From an optimization exercise on the open Yosys and OpenROAD flow, aimed at small area, a short achievable clock period and few clock cycles per item; shortcuts taken in it are not production practice.
The RTL was checked by simulation tests, not by an equivalence proof against the original design.
Power figures rest on the tool's default switching activity, not on a simulated workload.

==> flow/design.v <==
`timescale 1ns/1ps
module issue_unit (
    input  logic        clk_i,
    input  logic        rst_n_i,
    input  logic        psel_i,
    input  logic        penable_i,
    input  logic        pwrite_i,
    input  logic [11:0] paddr_i,
    input  logic [31:0] pwdata_i,
    output logic        pready_o,
    output logic [31:0] prdata_o,
    output logic        pslverr_o,
    input  logic        rob_full_i,
    input  logic [2:0]  rob_tail_i,
    output logic        rob_alloc_valid_o,
    output logic [3:0]  rob_alloc_rd_o,
    output logic [2:0]  rob_qtag0_o,
    output logic [2:0]  rob_qtag1_o,
    input  logic        rob_qready0_i,
    input  logic        rob_qready1_i,
    input  logic [31:0] rob_qvalue0_i,
    input  logic [31:0] rob_qvalue1_i,
    output logic [3:0]  rf_raddr0_o,
    output logic [3:0]  rf_raddr1_o,
    input  logic [31:0] rf_rdata0_i,
    input  logic [31:0] rf_rdata1_i,
    input  logic [3:0]  rs_busy_i,
    output logic [3:0]  rs_we_o,
    output logic [3:0]  rs_op_o,
    output logic [2:0]  rs_dest_o,
    output logic        rs_src1_ready_o,
    output logic [2:0]  rs_src1_tag_o,
    output logic [31:0] rs_src1_value_o,
    output logic        rs_src2_ready_o,
    output logic [2:0]  rs_src2_tag_o,
    output logic [31:0] rs_src2_value_o,
    output logic [15:0] rs_imm_o,
    input  logic        cdb_valid_i,
    input  logic [2:0]  cdb_tag_i,
    input  logic [31:0] cdb_value_i,
    input  logic        commit_valid_i,
    input  logic [3:0]  commit_rd_i
);
    localparam logic [3:0]  OP_ADDI       = 4'd6;
    localparam logic [3:0]  OP_LI         = 4'd7;
    localparam logic [11:0] ADDR_ISSUE    = 12'h000;
    localparam logic [11:0] ADDR_REG_BASE = 12'h100;
    logic        access;
    logic        issue_hit;
    logic        reg_hit;
    logic [11:0] reg_off;
    logic        can_issue;
    logic        issue;
    logic [3:0]  inst_op;
    logic [3:0]  inst_rd;
    logic [3:0]  inst_rs1;
    logic [3:0]  inst_rs2;
    logic [15:0] inst_imm;
    logic        src1_used;
    logic        src2_used;
    logic [2:0]  src1_tag;
    logic [2:0]  src2_tag;
    logic [3:0]  rs_sel;
    logic [15:0] pend_q;
    logic [2:0]  tag_q [16];
    logic [2:0]  commit_tag_q;
    assign access    = psel_i & penable_i;
    assign issue_hit = paddr_i == ADDR_ISSUE;
    assign reg_off   = paddr_i - ADDR_REG_BASE;
    assign reg_hit   = (paddr_i >= ADDR_REG_BASE)
                     && (reg_off < 12'd64)
                     && (reg_off[1:0] == 2'b00);
    assign inst_op   = pwdata_i[31:28];
    assign inst_rd   = pwdata_i[27:24];
    assign inst_rs1  = pwdata_i[23:20];
    assign inst_rs2  = pwdata_i[19:16];
    assign inst_imm  = pwdata_i[15:0];
    assign can_issue = !rob_full_i && (|(~rs_busy_i));
    assign issue     = access && pwrite_i && issue_hit && can_issue;
    assign src1_used = inst_op != OP_LI;
    assign src2_used = (inst_op != OP_LI) && (inst_op != OP_ADDI);
    assign rf_raddr0_o = (access && !pwrite_i) ? reg_off[5:2] : inst_rs1;
    assign rf_raddr1_o = inst_rs2;
    always_comb begin
        rs_sel = 4'b0000;
        for (int i = 3; i >= 0; i--) begin
            if (!rs_busy_i[i]) begin
                rs_sel    = 4'b0000;
                rs_sel[i] = 1'b1;
            end
        end
    end
    assign src1_tag    = tag_q[inst_rs1];
    assign src2_tag    = tag_q[inst_rs2];
    assign rob_qtag0_o = src1_tag;
    assign rob_qtag1_o = src2_tag;
    always_comb begin
        rs_src1_tag_o   = src1_tag;
        rs_src1_ready_o = 1'b1;
        rs_src1_value_o = rf_rdata0_i;
        if (!src1_used) begin
            rs_src1_value_o = 32'd0;
        end else if (pend_q[inst_rs1]) begin
            if (rob_qready0_i) begin
                rs_src1_value_o = rob_qvalue0_i;
            end else if (cdb_valid_i && cdb_tag_i == src1_tag) begin
                rs_src1_value_o = cdb_value_i;
            end else begin
                rs_src1_ready_o = 1'b0;
            end
        end
    end
    always_comb begin
        rs_src2_tag_o   = src2_tag;
        rs_src2_ready_o = 1'b1;
        rs_src2_value_o = rf_rdata1_i;
        if (!src2_used) begin
            rs_src2_value_o = 32'd0;
        end else if (pend_q[inst_rs2]) begin
            if (rob_qready1_i) begin
                rs_src2_value_o = rob_qvalue1_i;
            end else if (cdb_valid_i && cdb_tag_i == src2_tag) begin
                rs_src2_value_o = cdb_value_i;
            end else begin
                rs_src2_ready_o = 1'b0;
            end
        end
    end
    always_comb begin
        pready_o  = 1'b0;
        prdata_o  = 32'd0;
        pslverr_o = 1'b0;
        if (access) begin
            if (pwrite_i) begin
                pready_o  = issue_hit ? can_issue : 1'b1;
                pslverr_o = !issue_hit;
            end else begin
                pready_o  = 1'b1;
                pslverr_o = !reg_hit;
                prdata_o  = reg_hit ? rf_rdata0_i : 32'd0;
            end
        end
    end
    assign rob_alloc_valid_o = issue;
    assign rob_alloc_rd_o    = inst_rd;
    assign rs_we_o           = issue ? rs_sel : 4'b0000;
    assign rs_op_o           = inst_op;
    assign rs_dest_o         = rob_tail_i;
    assign rs_imm_o          = inst_imm;
    always_ff @(posedge clk_i or negedge rst_n_i) begin
        if (!rst_n_i) begin
            pend_q       <= 16'd0;
            commit_tag_q <= 3'd0;
        end else begin
            if (commit_valid_i) begin
                commit_tag_q <= commit_tag_q + 3'd1;
                if (tag_q[commit_rd_i] == commit_tag_q) begin
                    pend_q[commit_rd_i] <= 1'b0;
                end
            end
            if (issue) begin
                pend_q[inst_rd] <= 1'b1;
            end
        end
    end
    always_ff @(posedge clk_i) begin
        if (issue) begin
            tag_q[inst_rd] <= rob_tail_i;
        end
    end
endmodule
`timescale 1ns/1ps
module reservation_station (
    input  logic        clk_i,
    input  logic        rst_n_i,
    input  logic        we_i,
    input  logic [3:0]  op_i,
    input  logic [2:0]  dest_i,
    input  logic        src1_ready_i,
    input  logic [2:0]  src1_tag_i,
    input  logic [31:0] src1_value_i,
    input  logic        src2_ready_i,
    input  logic [2:0]  src2_tag_i,
    input  logic [31:0] src2_value_i,
    input  logic [15:0] imm_i,
    input  logic        cdb_valid_i,
    input  logic [2:0]  cdb_tag_i,
    input  logic [31:0] cdb_value_i,
    input  logic        grant_i,
    output logic        busy_o,
    output logic        req_valid_o,
    output logic [2:0]  req_tag_o,
    output logic [31:0] req_value_o
);
    logic        busy_q;
    logic        req_q;
    logic [3:0]  op_q;
    logic [2:0]  dest_q;
    logic        src1_ready_q;
    logic [2:0]  src1_tag_q;
    logic [31:0] src1_value_q;
    logic        src2_ready_q;
    logic [2:0]  src2_tag_q;
    logic [31:0] src2_value_q;
    logic [15:0] imm_q;
    logic [31:0] result_q;
    logic [31:0] alu_res;
    logic [31:0] imm_sx;
    logic [31:0] a;
    logic [31:0] b;
    logic        ops_ready;
    logic        hit1;
    logic        hit2;
    assign a         = src1_value_q;
    assign b         = src2_value_q;
    assign imm_sx    = {{16{imm_q[15]}}, imm_q};
    assign ops_ready = busy_q && src1_ready_q && src2_ready_q;
    assign hit1 = busy_q && !src1_ready_q && cdb_valid_i && cdb_tag_i == src1_tag_q;
    assign hit2 = busy_q && !src2_ready_q && cdb_valid_i && cdb_tag_i == src2_tag_q;
    always_comb begin
        case (op_q)
            4'd0:    alu_res = a + b;           
            4'd1:    alu_res = a - b;           
            4'd2:    alu_res = a & b;           
            4'd3:    alu_res = a | b;           
            4'd4:    alu_res = a ^ b;           
            4'd5:    alu_res = a << b[4:0];     
            4'd6:    alu_res = a + imm_sx;      
            4'd7:    alu_res = imm_sx;          
            default: alu_res = 32'd0;
        endcase
    end
    always_ff @(posedge clk_i or negedge rst_n_i) begin
        if (!rst_n_i) begin
            busy_q <= 1'b0;
            req_q  <= 1'b0;
        end else if (we_i) begin
            busy_q <= 1'b1;
            req_q  <= 1'b0;
        end else if (grant_i) begin
            busy_q <= 1'b0;
            req_q  <= 1'b0;
        end else if (ops_ready) begin
            req_q  <= 1'b1;
        end
    end
    always_ff @(posedge clk_i) begin
        if (we_i) begin
            op_q         <= op_i;
            dest_q       <= dest_i;
            src1_ready_q <= src1_ready_i;
            src1_tag_q   <= src1_tag_i;
            src1_value_q <= src1_value_i;
            src2_ready_q <= src2_ready_i;
            src2_tag_q   <= src2_tag_i;
            src2_value_q <= src2_value_i;
            imm_q        <= imm_i;
        end else begin
            if (hit1) begin
                src1_ready_q <= 1'b1;
                src1_tag_q   <= cdb_tag_i;
                src1_value_q <= cdb_value_i;
            end
            if (hit2) begin
                src2_ready_q <= 1'b1;
                src2_tag_q   <= cdb_tag_i;
                src2_value_q <= cdb_value_i;
            end
        end
        if (ops_ready && !req_q) begin
            result_q <= alu_res;
        end
    end
    assign busy_o      = busy_q;
    assign req_valid_o = req_q;
    assign req_tag_o   = dest_q;
    assign req_value_o = result_q;
endmodule
`timescale 1ns/1ps
module cdb_arbiter (
    input  logic        clk_i,
    input  logic        rst_n_i,
    input  logic [3:0]  req_valid_i,
    input  logic [11:0] req_tag_i,
    input  logic [127:0] req_value_i,
    output logic [3:0]  grant_o,
    output logic        cdb_valid_o,
    output logic [2:0]  cdb_tag_o,
    output logic [31:0] cdb_value_o
);
    logic [1:0]  ptr_q;
    logic [1:0]  sel;
    logic [1:0]  idx;
    logic        found;
    logic        cdb_valid_q;
    logic [2:0]  cdb_tag_q;
    logic [31:0] cdb_value_q;
    always_comb begin
        sel     = ptr_q;
        found   = 1'b0;
        idx     = 2'd0;
        grant_o = 4'b0000;
        for (int i = 1; i <= 4; i++) begin
            idx = ptr_q + 2'(i);
            if (!found && req_valid_i[idx]) begin
                found = 1'b1;
                sel   = idx;
            end
        end
        grant_o[sel] = found;
    end
    always_ff @(posedge clk_i or negedge rst_n_i) begin
        if (!rst_n_i) begin
            ptr_q       <= 2'd0;
            cdb_valid_q <= 1'b0;
        end else begin
            cdb_valid_q <= found;
            if (found) begin
                ptr_q <= sel;
            end
        end
    end
    always_ff @(posedge clk_i) begin
        if (found) begin
            cdb_tag_q   <= req_tag_i[3*sel +: 3];
            cdb_value_q <= req_value_i[32*sel +: 32];
        end
    end
    assign cdb_valid_o = cdb_valid_q;
    assign cdb_tag_o   = cdb_tag_q;
    assign cdb_value_o = cdb_value_q;
endmodule
`timescale 1ns/1ps
module reorder_buffer (
    input  logic        clk_i,
    input  logic        rst_n_i,
    input  logic        alloc_valid_i,
    input  logic [3:0]  alloc_rd_i,
    output logic        full_o,
    output logic [2:0]  tail_o,
    input  logic [2:0]  qtag0_i,
    input  logic [2:0]  qtag1_i,
    output logic        qready0_o,
    output logic        qready1_o,
    output logic [31:0] qvalue0_o,
    output logic [31:0] qvalue1_o,
    input  logic        cdb_valid_i,
    input  logic [2:0]  cdb_tag_i,
    input  logic [31:0] cdb_value_i,
    output logic        commit_valid_o,
    output logic [3:0]  commit_rd_o,
    output logic [31:0] commit_value_o
);
    logic [3:0]  rd_q    [8];
    logic [31:0] value_q [8];
    logic [7:0]  ready_q;
    logic [2:0]  head_q;
    logic [2:0]  tail_q;
    logic [3:0]  count_q;
    logic        head_done;
    logic        commit_valid_q;
    logic [3:0]  commit_rd_q;
    logic [31:0] commit_value_q;
    assign full_o    = count_q == 4'd8;
    assign tail_o    = tail_q;
    assign head_done = (count_q != 4'd0) && ready_q[head_q];
    assign qready0_o = ready_q[qtag0_i];
    assign qvalue0_o = value_q[qtag0_i];
    assign qready1_o = ready_q[qtag1_i];
    assign qvalue1_o = value_q[qtag1_i];
    always_ff @(posedge clk_i or negedge rst_n_i) begin
        if (!rst_n_i) begin
            head_q         <= 3'd0;
            tail_q         <= 3'd0;
            count_q        <= 4'd0;
            ready_q        <= 8'd0;
            commit_valid_q <= 1'b0;
        end else begin
            commit_valid_q <= head_done;
            if (head_done) begin
                head_q <= head_q + 3'd1;
            end
            if (alloc_valid_i) begin
                tail_q          <= tail_q + 3'd1;
                ready_q[tail_q] <= 1'b0;
            end
            if (cdb_valid_i) begin
                ready_q[cdb_tag_i] <= 1'b1;
            end
            count_q <= count_q + {3'd0, alloc_valid_i} - {3'd0, head_done};
        end
    end
    always_ff @(posedge clk_i) begin
        if (alloc_valid_i) begin
            rd_q[tail_q] <= alloc_rd_i;
        end
        if (cdb_valid_i) begin
            value_q[cdb_tag_i] <= cdb_value_i;
        end
        if (head_done) begin
            commit_rd_q    <= rd_q[head_q];
            commit_value_q <= value_q[head_q];
        end
    end
    assign commit_valid_o = commit_valid_q;
    assign commit_rd_o    = commit_rd_q;
    assign commit_value_o = commit_value_q;
endmodule
`timescale 1ns/1ps
module register_file (
    input  logic        clk_i,
    input  logic        rst_n_i,
    input  logic        commit_valid_i,
    input  logic [3:0]  commit_rd_i,
    input  logic [31:0] commit_value_i,
    input  logic [3:0]  raddr0_i,
    input  logic [3:0]  raddr1_i,
    output logic [31:0] rdata0_o,
    output logic [31:0] rdata1_o
);
    logic [31:0] regs_q [16];
    always_ff @(posedge clk_i or negedge rst_n_i) begin
        if (!rst_n_i) begin
            for (int r = 0; r < 16; r++) begin
                regs_q[r] <= 32'd0;
            end
        end else if (commit_valid_i) begin
            regs_q[commit_rd_i] <= commit_value_i;
        end
    end
    assign rdata0_o = regs_q[raddr0_i];
    assign rdata1_o = regs_q[raddr1_i];
endmodule
`timescale 1ns/1ps
module tomasulo_core (
    input  logic        clk_i,
    input  logic        rst_n_i,
    input  logic        psel_i,
    input  logic        penable_i,
    input  logic        pwrite_i,
    input  logic [11:0] paddr_i,
    input  logic [31:0] pwdata_i,
    output logic        pready_o,
    output logic [31:0] prdata_o,
    output logic        pslverr_o,
    output logic        commit_valid_o,
    output logic [3:0]  commit_rd_o,
    output logic [31:0] commit_value_o
);
    logic         rob_alloc_valid;
    logic [3:0]   rob_alloc_rd;
    logic         rob_full;
    logic [2:0]   rob_tail;
    logic [2:0]   rob_qtag0;
    logic [2:0]   rob_qtag1;
    logic         rob_qready0;
    logic         rob_qready1;
    logic [31:0]  rob_qvalue0;
    logic [31:0]  rob_qvalue1;
    logic [3:0]   rf_raddr0;
    logic [3:0]   rf_raddr1;
    logic [31:0]  rf_rdata0;
    logic [31:0]  rf_rdata1;
    logic [3:0]   rs_busy;
    logic [3:0]   rs_we;
    logic [3:0]   rs_grant;
    logic [3:0]   rs_op;
    logic [2:0]   rs_dest;
    logic         rs_src1_ready;
    logic [2:0]   rs_src1_tag;
    logic [31:0]  rs_src1_value;
    logic         rs_src2_ready;
    logic [2:0]   rs_src2_tag;
    logic [31:0]  rs_src2_value;
    logic [15:0]  rs_imm;
    logic [3:0]   req_valid;
    logic [11:0]  req_tag;
    logic [127:0] req_value;
    logic         cdb_valid;
    logic [2:0]   cdb_tag;
    logic [31:0]  cdb_value;
    logic         commit_valid;
    logic [3:0]   commit_rd;
    logic [31:0]  commit_value;
    issue_unit issue_unit_i (
        .clk_i             (clk_i),
        .rst_n_i           (rst_n_i),
        .psel_i            (psel_i),
        .penable_i         (penable_i),
        .pwrite_i          (pwrite_i),
        .paddr_i           (paddr_i),
        .pwdata_i          (pwdata_i),
        .pready_o          (pready_o),
        .prdata_o          (prdata_o),
        .pslverr_o         (pslverr_o),
        .rob_full_i        (rob_full),
        .rob_tail_i        (rob_tail),
        .rob_alloc_valid_o (rob_alloc_valid),
        .rob_alloc_rd_o    (rob_alloc_rd),
        .rob_qtag0_o       (rob_qtag0),
        .rob_qtag1_o       (rob_qtag1),
        .rob_qready0_i     (rob_qready0),
        .rob_qready1_i     (rob_qready1),
        .rob_qvalue0_i     (rob_qvalue0),
        .rob_qvalue1_i     (rob_qvalue1),
        .rf_raddr0_o       (rf_raddr0),
        .rf_raddr1_o       (rf_raddr1),
        .rf_rdata0_i       (rf_rdata0),
        .rf_rdata1_i       (rf_rdata1),
        .rs_busy_i         (rs_busy),
        .rs_we_o           (rs_we),
        .rs_op_o           (rs_op),
        .rs_dest_o         (rs_dest),
        .rs_src1_ready_o   (rs_src1_ready),
        .rs_src1_tag_o     (rs_src1_tag),
        .rs_src1_value_o   (rs_src1_value),
        .rs_src2_ready_o   (rs_src2_ready),
        .rs_src2_tag_o     (rs_src2_tag),
        .rs_src2_value_o   (rs_src2_value),
        .rs_imm_o          (rs_imm),
        .cdb_valid_i       (cdb_valid),
        .cdb_tag_i         (cdb_tag),
        .cdb_value_i       (cdb_value),
        .commit_valid_i    (commit_valid),
        .commit_rd_i       (commit_rd)
    );
    for (genvar g = 0; g < 4; g++) begin : g_rs
        reservation_station reservation_station_i (
            .clk_i        (clk_i),
            .rst_n_i      (rst_n_i),
            .we_i         (rs_we[g]),
            .op_i         (rs_op),
            .dest_i       (rs_dest),
            .src1_ready_i (rs_src1_ready),
            .src1_tag_i   (rs_src1_tag),
            .src1_value_i (rs_src1_value),
            .src2_ready_i (rs_src2_ready),
            .src2_tag_i   (rs_src2_tag),
            .src2_value_i (rs_src2_value),
            .imm_i        (rs_imm),
            .cdb_valid_i  (cdb_valid),
            .cdb_tag_i    (cdb_tag),
            .cdb_value_i  (cdb_value),
            .grant_i      (rs_grant[g]),
            .busy_o       (rs_busy[g]),
            .req_valid_o  (req_valid[g]),
            .req_tag_o    (req_tag[3*g +: 3]),
            .req_value_o  (req_value[32*g +: 32])
        );
    end
    cdb_arbiter cdb_arbiter_i (
        .clk_i       (clk_i),
        .rst_n_i     (rst_n_i),
        .req_valid_i (req_valid),
        .req_tag_i   (req_tag),
        .req_value_i (req_value),
        .grant_o     (rs_grant),
        .cdb_valid_o (cdb_valid),
        .cdb_tag_o   (cdb_tag),
        .cdb_value_o (cdb_value)
    );
    reorder_buffer reorder_buffer_i (
        .clk_i          (clk_i),
        .rst_n_i        (rst_n_i),
        .alloc_valid_i  (rob_alloc_valid),
        .alloc_rd_i     (rob_alloc_rd),
        .full_o         (rob_full),
        .tail_o         (rob_tail),
        .qtag0_i        (rob_qtag0),
        .qtag1_i        (rob_qtag1),
        .qready0_o      (rob_qready0),
        .qready1_o      (rob_qready1),
        .qvalue0_o      (rob_qvalue0),
        .qvalue1_o      (rob_qvalue1),
        .cdb_valid_i    (cdb_valid),
        .cdb_tag_i      (cdb_tag),
        .cdb_value_i    (cdb_value),
        .commit_valid_o (commit_valid),
        .commit_rd_o    (commit_rd),
        .commit_value_o (commit_value)
    );
    register_file register_file_i (
        .clk_i          (clk_i),
        .rst_n_i        (rst_n_i),
        .commit_valid_i (commit_valid),
        .commit_rd_i    (commit_rd),
        .commit_value_i (commit_value),
        .raddr0_i       (rf_raddr0),
        .raddr1_i       (rf_raddr1),
        .rdata0_o       (rf_rdata0),
        .rdata1_o       (rf_rdata1)
    );
    assign commit_valid_o = commit_valid;
    assign commit_rd_o    = commit_rd;
    assign commit_value_o = commit_value;
endmodule
==> flow/run.sh <==
#!/bin/bash
# synth_recipe.tcl (not shown) runs the flow's synth.tcl, then flattens the netlist and writes it again
# the make line also repeats each setting of config.mk as NAME=value (left out here)
make -C /OpenROAD-flow-scripts/flow DESIGN_CONFIG=/design/flow/config.mk WORK_HOME=/design/flow/orfs CLKGATE_MAP_FILE= SYNTH_SCRIPT=/design/flow/synth_recipe.tcl finish
==> flow/config.mk <==
export PLATFORM = sky130hd
export DESIGN_NAME = tomasulo_core
export DESIGN_NICKNAME = tomasulo_core
export VERILOG_FILES = /design/flow/design.v
export SDC_FILE = /design/flow/constraint.sdc
export NUM_CORES = 4
export LEC_CHECK = 0
export CAP_MARGIN = 20
export CORE_MARGIN = 2
export CORE_UTILIZATION = 40
export SLEW_MARGIN = 20
==> flow/constraint.sdc <==
create_clock -name core_clock -period 7.0 [get_ports {clk_i}]
set_input_delay 1.4000 -clock core_clock [delete_from_list [all_inputs] [get_ports {clk_i}]]
set_output_delay 1.4000 -clock core_clock [all_outputs]
set_load 0.01 [all_outputs]
==> reports/metrics.cfg, run 1 <==
[cts]
postCtsResizedCells = 0
clk_path_buf_depth = 3
root_buffer = clkbuf_16
clk_pin_slew_ps = 70
insertion_delay_ps = 890
cts_tree = yes
cts_sinks = 1476
cts.htree.levels = 4
cts_hold_buffers = 0
cts_setup_buffers = 0
cts_made_buffers = 165

[finish]
drive_gt1_share_pct = 19.04
layout_commonest_cell = edfxtp_1
layout.nets = 9240
final_cell_mix = edfxtp_1 (915), nand2_1 (810), mux2_2 (617)
fin_area_um2 = 105500
syn_to_final_growth_pct = 13.41

[worst_hold_path]
hold_start = issue_unit_i.commit_tag_q[2]
hold_class = register to register
hold_end = issue_unit_i.commit_tag_q[2]
min_path_cells = 1

[synthesis]
synth-xor-area-share_pct = 1.337
syn_area_per_cell_um2 = 10.70
synth-seq-cells = 1476
synth_edf_count = 915
synth_top_area_share_pct = 29.54
synth_cells = 8691
synth_fa_ha_area_share_pct = 5.946
synth_top_family_by_area = compound AO/OA/AOI/OAI gates
synth_area_leaders = edfxtp_1 (30%), dfrtp_1 (15%), mux2_2 (7.5%)
yosysUniqueCellTypes = 96
synth-main-ff-cell = edfxtp_1
syn-num-nets = 9179
synth-simple-area-share_pct = 10.80
synthMuxAreaShare_pct = 15.63
ys_seq_area_share_pct = 44.63
synth_area_um2 = 93010
synth-async-reset-ratio_pct = 38.01
yosys.area.top_type = edfxtp_1
ys.warnings.count = 6
synth_compound_area_share_pct = 17.75

[sta]
report.final.slew_viol_count = 0
fin_skew_ps = 75.52
fmax_mhz = 151.4
min_period_ps = 6604
finalCritPeriodShare_pct = 94.34
finalSetupViolCount = 0
setup_tns_ps = 0
rsz0062_at_grt = no
max-slew-margin-rel_pct = 14.31
finalHoldViolCount = 0
worst_pin_slew_ps = 1278

[setup_path]
crit_arrival_ps = 5200
crit_path_end_kind = primary output
r2r-end = g_rs[1].reservation_station_i.result_q[19]
reg2reg_depth = 16
r2r_slack_ps = 890
worst_setup_path_start_kind = input port
reg2reg_from = g_rs[1].reservation_station_i.op_q[0]
required_ps = 5600
path_class = input port to primary output
cp_max_fo = 29

[floorplanning]
top_level_ports = 120
die_area_um2 = 236400
fp-row-count = 177
die_h_um = 486.2
core_area_um2 = 231900
initial_core_util_pct = 40.11
fp.dieW_um = 486.2

[power_and_ir_drop]
irDropWorstVdd_mv = 0.2482
cellLeakagePower_uw = 0.04186
power_density_nw_per_um2 = 190.3

[route]
vias = 82550
ant_nets = 0
dr.pass1.iters = 9
drc = 0
drtIter0Drc = 13750
vias_per_cell = 6.895
wl_per_cell_um = 35.89
routed_wl_um = 429700

[global_routing]
grt_max_degree = 154
grt_pass1_vias = 77610
grt_pass1_wl_um = 599600
antenna_found_initial = 50
grt-ovfl-total = 0
gr-usage-all-layers_pct = 35.31

[outcome]
status = finished clean

[job]
drv_cap = 0

[placement]
hpwl_um = 298800
place_area_um2 = 99530
gp_congestion = 1.023
port_buffers = 119

## Yosys cell counts, types with 28 or more instances
| master | instances |
|---|---|
| nand2_1 | 811 |
| buf_1 | 99 |
| ha_1 | 434 |
| nand2b_1 | 51 |
| o221ai_1 | 51 |
| xor2_1 | 71 |
| o22ai_1 | 91 |
| nand4_1 | 76 |
| o311ai_0 | 41 |
| o31ai_1 | 33 |
| a22oi_1 | 292 |
| buf_2 | 28 |
| nor3_1 | 138 |
| xnor2_1 | 71 |
| nor4_1 | 35 |
| a31oi_1 | 59 |
| and2_1 | 40 |
| clkbuf_1 | 479 |
| nor2_1 | 546 |
| a222oi_1 | 32 |
| a22o_1 | 87 |
| a211oi_1 | 81 |
| o211ai_1 | 81 |
| o21ai_0 | 599 |
| inv_1 | 333 |
| a21o_1 | 71 |
| nand3_1 | 258 |
| dfrtp_1 | 561 |
| mux2i_1 | 227 |
| mux2_2 | 618 |
| a221o_1 | 68 |
| a221oi_1 | 180 |
| mux4_2 | 234 |
| a32oi_1 | 35 |
| nor2b_1 | 47 |
| or3_1 | 28 |
| a21bo_2 | 28 |
| a21oi_1 | 382 |
| edfxtp_1 | 915 |
| and3_1 | 44 |
## metal layers
layer  vias to the layer above  GRT usage, %  share of wire (%)
met5                         -        0.3470              0.078
met4                        34         21.62                7.1
met3                      1437         9.334                 12
met2                      6427         52.71                 43
met1                     41040         45.70                 37
li1                      33610             -                  -
## power by group
| part | leakage, uW | internal, uW | total (uW) | switching [uW] |
|---|---|---|---|---|
| Clock | 0.00283 | 5370 | 9390 | 4020 |
| Sequential | 0.0159 | 9270 | 9310 | 43.8 |
| Combinational | 0.0232 | 371 | 1370 | 1000 |
| Total | 0.0419 | 15000 | 20100 | 5060 |
## area by class of cell
type / instances / area [um2]
multi-input combinational: 6264 / 48560
antenna: 38 / 95.09
tap: 3043 / 3807
inverter: 339 / 1272
timing repair buffer: 506 / 4390
clock buffer: 210 / 4532
fill: 21260 / 126400
clock inverter: 97 / 1300
sequential: 1476 / 41530
## stage by stage
step	setup WS, ps	cells	power [uW]	utilization (%)	hold slack (ps)
after floorplan	1563	8691	10010	-	459.3
after global placement	484.1	11620	10770	42.87	479.4
after detailed placement	574.7	11630	10780	42.92	495.8
after CTS	569.9	11930	20050	45.44	508.0
after global routing	310.5	11940	20480	45.46	521.3
final	396.4	11970	20070	45.49	504.5
## worst max-delay path, cell delays in order
cell and delay, ps:
clkdlybuf4s50_1 430, nand3b_1 440, buf_4 410, nor4_1 260, a31o_2 440, buf_4 410, a22oi_1 130, nand3_1 130
o22ai_1 130, nor2_1 360, clkdlybuf4s50_1 610
## state kept, by name, summed over array words and instances (netlist names), 8 cells and up
name	cells
cdb_arbiter_i.cdb_value_q	32
g_rs.reservation_station_i.dest_q	12
g_rs.reservation_station_i.imm_q	64
g_rs.reservation_station_i.op_q	16
g_rs.reservation_station_i.result_q	128
g_rs.reservation_station_i.src1_tag_q	12
g_rs.reservation_station_i.src1_value_q	128
g_rs.reservation_station_i.src2_tag_q	12
g_rs.reservation_station_i.src2_value_q	128
issue_unit_i.pend_q	16
issue_unit_i.tag_q	48
register_file_i.regs_q	512
reorder_buffer_i.commit_value_q	32
reorder_buffer_i.rd_q	32
reorder_buffer_i.ready_q	8
reorder_buffer_i.value_q	256
## cells by family (layout without fill, tap and decap cells)
group | count (synthesis) | after routing
AOI/OAI and AO/OA | 2412 | 2412
and+or+nand+nor | 2190 | 2190
DFF | 1476 | 1476
muxes | 1081 | 1081
buffers and inverters | 951 | 1152
adders and majority gates | 439 | 439
xor gates and xnor gates | 142 | 142
other | 0 | 38
## how the worst max path moves through the flow
stage	start	endpoint	slack [ps]	depth (start not counted)
floorplan	paddr_i[3]	g_rs[2].reservation_station_i.src1_ready_q	1560	11
global placement	pwrite_i	prdata_o[3]	480	10
detailed placement	pwrite_i	prdata_o[30]	570	11
CTS	pwrite_i	prdata_o[30]	570	11
global route	pwrite_i	prdata_o[29]	310	11
finish	pwrite_i	prdata_o[30]	400	11
Testbench counts, summed over its fixed seeds: cycles 6,440, items 3,200.
==> run 2, diff against run 1 <==
==> flow/design.v (replaced) <==
`timescale 1ns/1ps
module tomasulo_core (
    input  logic        clk_i,
    input  logic        rst_n_i,
    input  logic        psel_i,
    input  logic        penable_i,
    input  logic        pwrite_i,
    input  logic [11:0] paddr_i,
    input  logic [31:0] pwdata_i,
    output logic        pready_o,
    output logic [31:0] prdata_o,
    output logic        pslverr_o,
    output logic        commit_valid_o,
    output logic [3:0]  commit_rd_o,
    output logic [31:0] commit_value_o
);
    logic        setup;
    logic        access;
    logic [11:0] reg_off;
    logic        reg_hit;
    logic [3:0]  op_q;
    logic [3:0]  rd_q;
    logic [3:0]  ra_q;
    logic [3:0]  rb_q;
    logic [15:0] imm_q;
    logic        exec_q;       
    logic        rd_wait_q;    
    logic        rd_ok_q;      
    logic        err_q;        
    logic [31:0] regs_q [16];
    logic [15:0] written_q;    
    logic [31:0] a_q;
    logic [31:0] b_q;
    logic [31:0] rdata_a;
    logic [31:0] rdata_b;
    logic        gate_a;
    logic [31:0] imm_sx;
    logic [31:0] add_b;
    logic [31:0] sum;
    logic [31:0] result;
    logic        commit_valid_q;
    logic [3:0]  commit_rd_q;
    logic [31:0] commit_value_q;
    assign setup   = psel_i & ~penable_i;
    assign access  = psel_i & penable_i;
    assign reg_off = paddr_i - 12'h100;
    assign reg_hit = (paddr_i >= 12'h100) && (reg_off < 12'd64) && (reg_off[1:0] == 2'b00);
    always_ff @(posedge clk_i) begin
        op_q  <= pwdata_i[31:28];
        rd_q  <= pwdata_i[27:24];
        ra_q  <= pwrite_i ? pwdata_i[23:20] : reg_off[5:2];
        rb_q  <= pwdata_i[19:16];
        imm_q <= pwdata_i[15:0];
    end
    always_ff @(posedge clk_i or negedge rst_n_i) begin
        if (!rst_n_i) begin
            exec_q    <= 1'b0;
            rd_wait_q <= 1'b0;
            rd_ok_q   <= 1'b0;
            err_q     <= 1'b0;
        end else begin
            exec_q    <= access & pwrite_i & (paddr_i == 12'h000);
            rd_wait_q <= setup & ~pwrite_i;
            rd_ok_q   <= ~pwrite_i & reg_hit;
            err_q     <= pwrite_i ? (paddr_i != 12'h000) : ~reg_hit;
        end
    end
    assign gate_a  = written_q[ra_q] & (rd_ok_q | ~rd_wait_q);
    assign rdata_a = gate_a ? regs_q[ra_q] : 32'd0;
    assign rdata_b = written_q[rb_q] ? regs_q[rb_q] : 32'd0;
    always_ff @(posedge clk_i) begin
        a_q <= rdata_a;
        b_q <= rdata_b;
    end
    assign imm_sx = {{16{imm_q[15]}}, imm_q};
    assign add_b  = op_q[2] ? imm_sx : (op_q[0] ? ~b_q : b_q);
    assign sum    = a_q + add_b + {31'd0, op_q[0] & ~op_q[2]};
    always_comb begin
        case (op_q)
            4'd0, 4'd1, 4'd6: result = sum;
            4'd2:             result = a_q & b_q;
            4'd3:             result = a_q | b_q;
            4'd4:             result = a_q ^ b_q;
            4'd5:             result = a_q << b_q[4:0];
            4'd7:             result = imm_sx;
            default:          result = 32'd0;
        endcase
    end
    always_ff @(posedge clk_i) begin
        for (int r = 0; r < 16; r++) begin
            if (exec_q && rd_q == 4'(r)) begin
                regs_q[r] <= result;
            end
        end
        commit_rd_q    <= rd_q;
        commit_value_q <= result;
    end
    always_ff @(posedge clk_i or negedge rst_n_i) begin
        if (!rst_n_i) begin
            written_q      <= 16'd0;
            commit_valid_q <= 1'b0;
        end else begin
            commit_valid_q <= exec_q;
            if (exec_q) begin
                written_q[rd_q] <= 1'b1;
            end
        end
    end
    assign pready_o       = ~rd_wait_q;
    assign pslverr_o      = err_q;
    assign prdata_o       = a_q;
    assign commit_valid_o = commit_valid_q;
    assign commit_rd_o    = commit_rd_q;
    assign commit_value_o = commit_value_q;
endmodule
==> run 2 against run 1 <==
  * Total power fell by 52%
  * Clock skew is 19 ps lower
  * Synthesized cell count fell by 69%
  * Critical path depth is 2 higher
  * First-iteration DRC count down 51%
  * Flip-flop and latch count decreased by 811
  * Combinational power shrank 29%
  * Sequential share of layout area rose by 9.5 points
==> reports/metrics.cfg, run 2 <==
[outcome]
status = finished clean

[sta]
fmax_mhz = 196.8
report.final.slew_viol_count = 0
fin_skew_ps = 56.16
worst_pin_slew_ps = 1278
finalSetupViolCount = 0
rsz0062_at_grt = no
setup_tns_ps = 0
max-slew-margin-rel_pct = 14.63
min_period_ps = 5080
hold_slack_ps = 424.3
finalHoldViolCount = 0
finalCritPeriodShare_pct = 72.58

[synthesis]
synth-async-reset-ratio_pct = 3.158
synth_top_area_share_pct = 47.24
syn-num-nets = 2887
yosysMostFrequentCell = edfxtp_1
synth-main-ff-cell = edfxtp_1
synth_edf_count = 512
synth-seq-cells = 665
netlist_top_cells_count = edfxtp_1 (512), nor2_1 (212), a22oi_1 (206), a21oi_1 (155), nand2_1 (155)
synth_cells = 2736
ys_seq_area_share_pct = 56.97
synth_area_um2 = 32550
synth_area_leaders = edfxtp_1 (47%), dfxtp_1 (8.1%), a22oi_1 (4.8%)
syn_area_per_cell_um2 = 11.90
yosysUniqueCellTypes = 89
ys.warnings.count = 2
yosys.area.top_type = edfxtp_1

[route]
routed_wl_um = 145200
dr.pass1.iters = 10
drc = 0
vias = 28220
vias_per_cell = 7.095
ant_nets = 0
drtIter0Drc = 6695
wl_per_cell_um = 36.49

[setup_path]
path_class = register to register
slowest_stage = nand4_1
worst_setup_path_start_kind = register
critPathMaxStageDelay_ps = 710
cp_max_fo = 64
required_ps = 7100
crit_arrival_ps = 5180
crit_top_cell = fa_1
critical_path.cell_chain = buf_4 -> xnor2_1 -> o21ai_0 -> fa_1 -> inv_1 -> fa_1 -> and2b_1 -> o2111ai_2 -> a211oi_2 -> o211ai_1 -> a21boi_1 -> or4_1 -> nand4_1
crit_buf_inv = 2
crit_path_end_kind = register
cpLargestDelayFamily = compound AO/OA/AOI/OAI gates

[cts]
cts.htree.levels = 3
cts_made_buffers = 73
postCtsResizedCells = 0
cts_hold_buffers = 0
insertion_delay_ps = 650
cts_setup_buffers = 0
clk_pin_slew_ps = 60
root_buffer = clkbuf_16
cts_tree = yes
clk_path_buf_depth = 3
cts_sinks = 665

[global_routing]
grt-ovfl-total = 0
grt_pass1_vias = 26760
antenna_found_initial = 7
gr-usage-all-layers_pct = 34.11
grt_pass1_wl_um = 201700
grt_max_degree = 65

[placement]
hpwl_um = 91920
gp_congestion = 0.9784
port_buffers = 119

[finish]
largest_register_ffs = 512
layout_commonest_cell = edfxtp_1
final_cell_mix = edfxtp_1 (512), a22oi_1 (206), nor2_1 (188)
filler_cell_count = 7177
drive_gt1_share_pct = 13.09
layout.nets = 3000
regMostFlops = regs_q
syn_to_final_growth_pct = 16.65

[floorplanning]
die_area_um2 = 83670
fp.dieW_um = 289.3
core_area_um2 = 80550
top_level_ports = 120
initial_core_util_pct = 40.41
fp-row-count = 104
die_h_um = 289.3

[worst_hold_path]
hold_class = register to register

[power_and_ir_drop]
power.total_uw = 9545
power_density_nw_per_um2 = 251.4
irDropWorstVdd_mv = 0.1831
cellLeakagePower_uw = 0.01294

[job]
drv_cap = 0

[run 2: cell count changes in the layout (fill, tap and decap cells not counted), sizes merged, moves of 132 or more]
cell    before  now
nand2      812  156
mux2       619   27
dfrtp      561   21
o21ai      607  115
edfxtp     915  512
ha         434  100
nor2       546  215
buf        394  113
inv        351   92
a21oi      383  156
nand3      259   53
mux4       235   41
mux2i      227   38
dfxtp        0  132
[run 2: kinds of logic after synthesis]
family,synth area share (%)
AOI/OAI and AO/OA,19.89
buffers and inverters,3.656
muxes,4.940
adders and majority gates,3.967
xor gates and xnor gates,1.561
DFF,56.97
and+or+nand+nor,9.015
[run 2: final cells by class]
class / count / area (um2) / share of cell area (%)
diodes: 8 / 20.02 / 0.05273
multi-input cells: 1790 / 13040 / 34.36
clock buffers: 104 / 2107 / 5.550
flip-flops and latches: 665 / 18550 / 48.87
well taps: 1060 / 1326 / 3.493
inverters: 87 / 326.6 / 0.8601
repair buffers: 232 / 2056 / 5.415
clock inverters: 32 / 533.0 / 1.404
[run 2: where the power goes]
group | internal (uW) | switching, uW | leakage, uW
clock | 2510 | 1690 | 0.00127
combinational | 306 | 674 | 0.00559
sequential | 4310 | 60.0 | 0.00607
total | 7120 | 2420 | 0.0129
[run 2: final timing paths]
path                          from             end  slack, ps  cells after the start
max                        op_q[0]   regs_q[2][28]       1920                     13
max reg2reg                op_q[0]   regs_q[2][28]       1920                     13
max in group asynchronous  rst_n_i   written_q[14]       5120                      1
min                        rd_q[0]  commit_rd_q[0]        420                      0
min in group asynchronous  rst_n_i       rd_wait_q       1290                      1
min reg2reg                rd_q[0]  commit_rd_q[0]        420                      0
[run 2: worst register-to-register path: stages, from the launching register on]
cell       delay [ps]
dfxtp_2           320
buf_4             690
xnor2_1           200
o21ai_0           250
fa_1              260
inv_1              80
fa_1              420
and2b_1           240
o2111ai_2         140
a211oi_2          410
o211ai_1          210
a21boi_1          420
or4_1             190
nand4_1           710
[run 2: routing by layer]
layer	vias up	share of wire, %	track usage (%)
li1	11080	-	-
met1	13700	36	44.28
met2	2770	43	50.94
met3	665	15	10.94
met4	6	6.5	17.89
met5	-	0.023	0
[run 2: metrics by stage]
step / cells / utilization [%] / instance area (um2) / setup slack, ps
2_1_floorplan: 2736 / - / 32550 / 2588
4_1_cts: 3970 / 47.08 / 37930 / 2085
5_1_grt: 3970 / 47.11 / 37950 / 1780
6_report: 3978 / 47.14 / 37970 / 1920
3_3_place_gp: 3833 / 43.79 / 35270 / 2110
3_5_place_dp: 3834 / 43.81 / 35290 / 2085
Testbench counts of run 2, summed over its fixed seeds: cycles 6,416, items 3,200.

[afterwards: timing with drivers on the ports]
No port has a modelled driver above. Below, the same layouts with a new extraction and two added sets of constraints.
Step 1: set_driving_cell puts a clkbuf_16 on clk_i and a buf_2 on each other input, an assumption about the parent block.
Step 2 moves the port delays by t, midway between the first and last clock arrival at a register: inputs arrive t later, outputs are due t later. That takes back most of the time a late clock gives input paths.
a / b / c = ideal / step 1 / step 2; a / b = the first two.
run	t (ns)	setup slack, ns	hold slack, ns
run 1	0.940	0.396 / 0.373 / 0.373	0.504 / 0.504 / 0.504
run 2	0.691	1.920 / 1.920 / 1.920	0.424 / 0.424 / 0.424
After both steps every run listed still meets setup and hold. The setup slack of run 1, which loses most, moves by -0.023 ns with the drivers and by -0.023 ns with both steps.
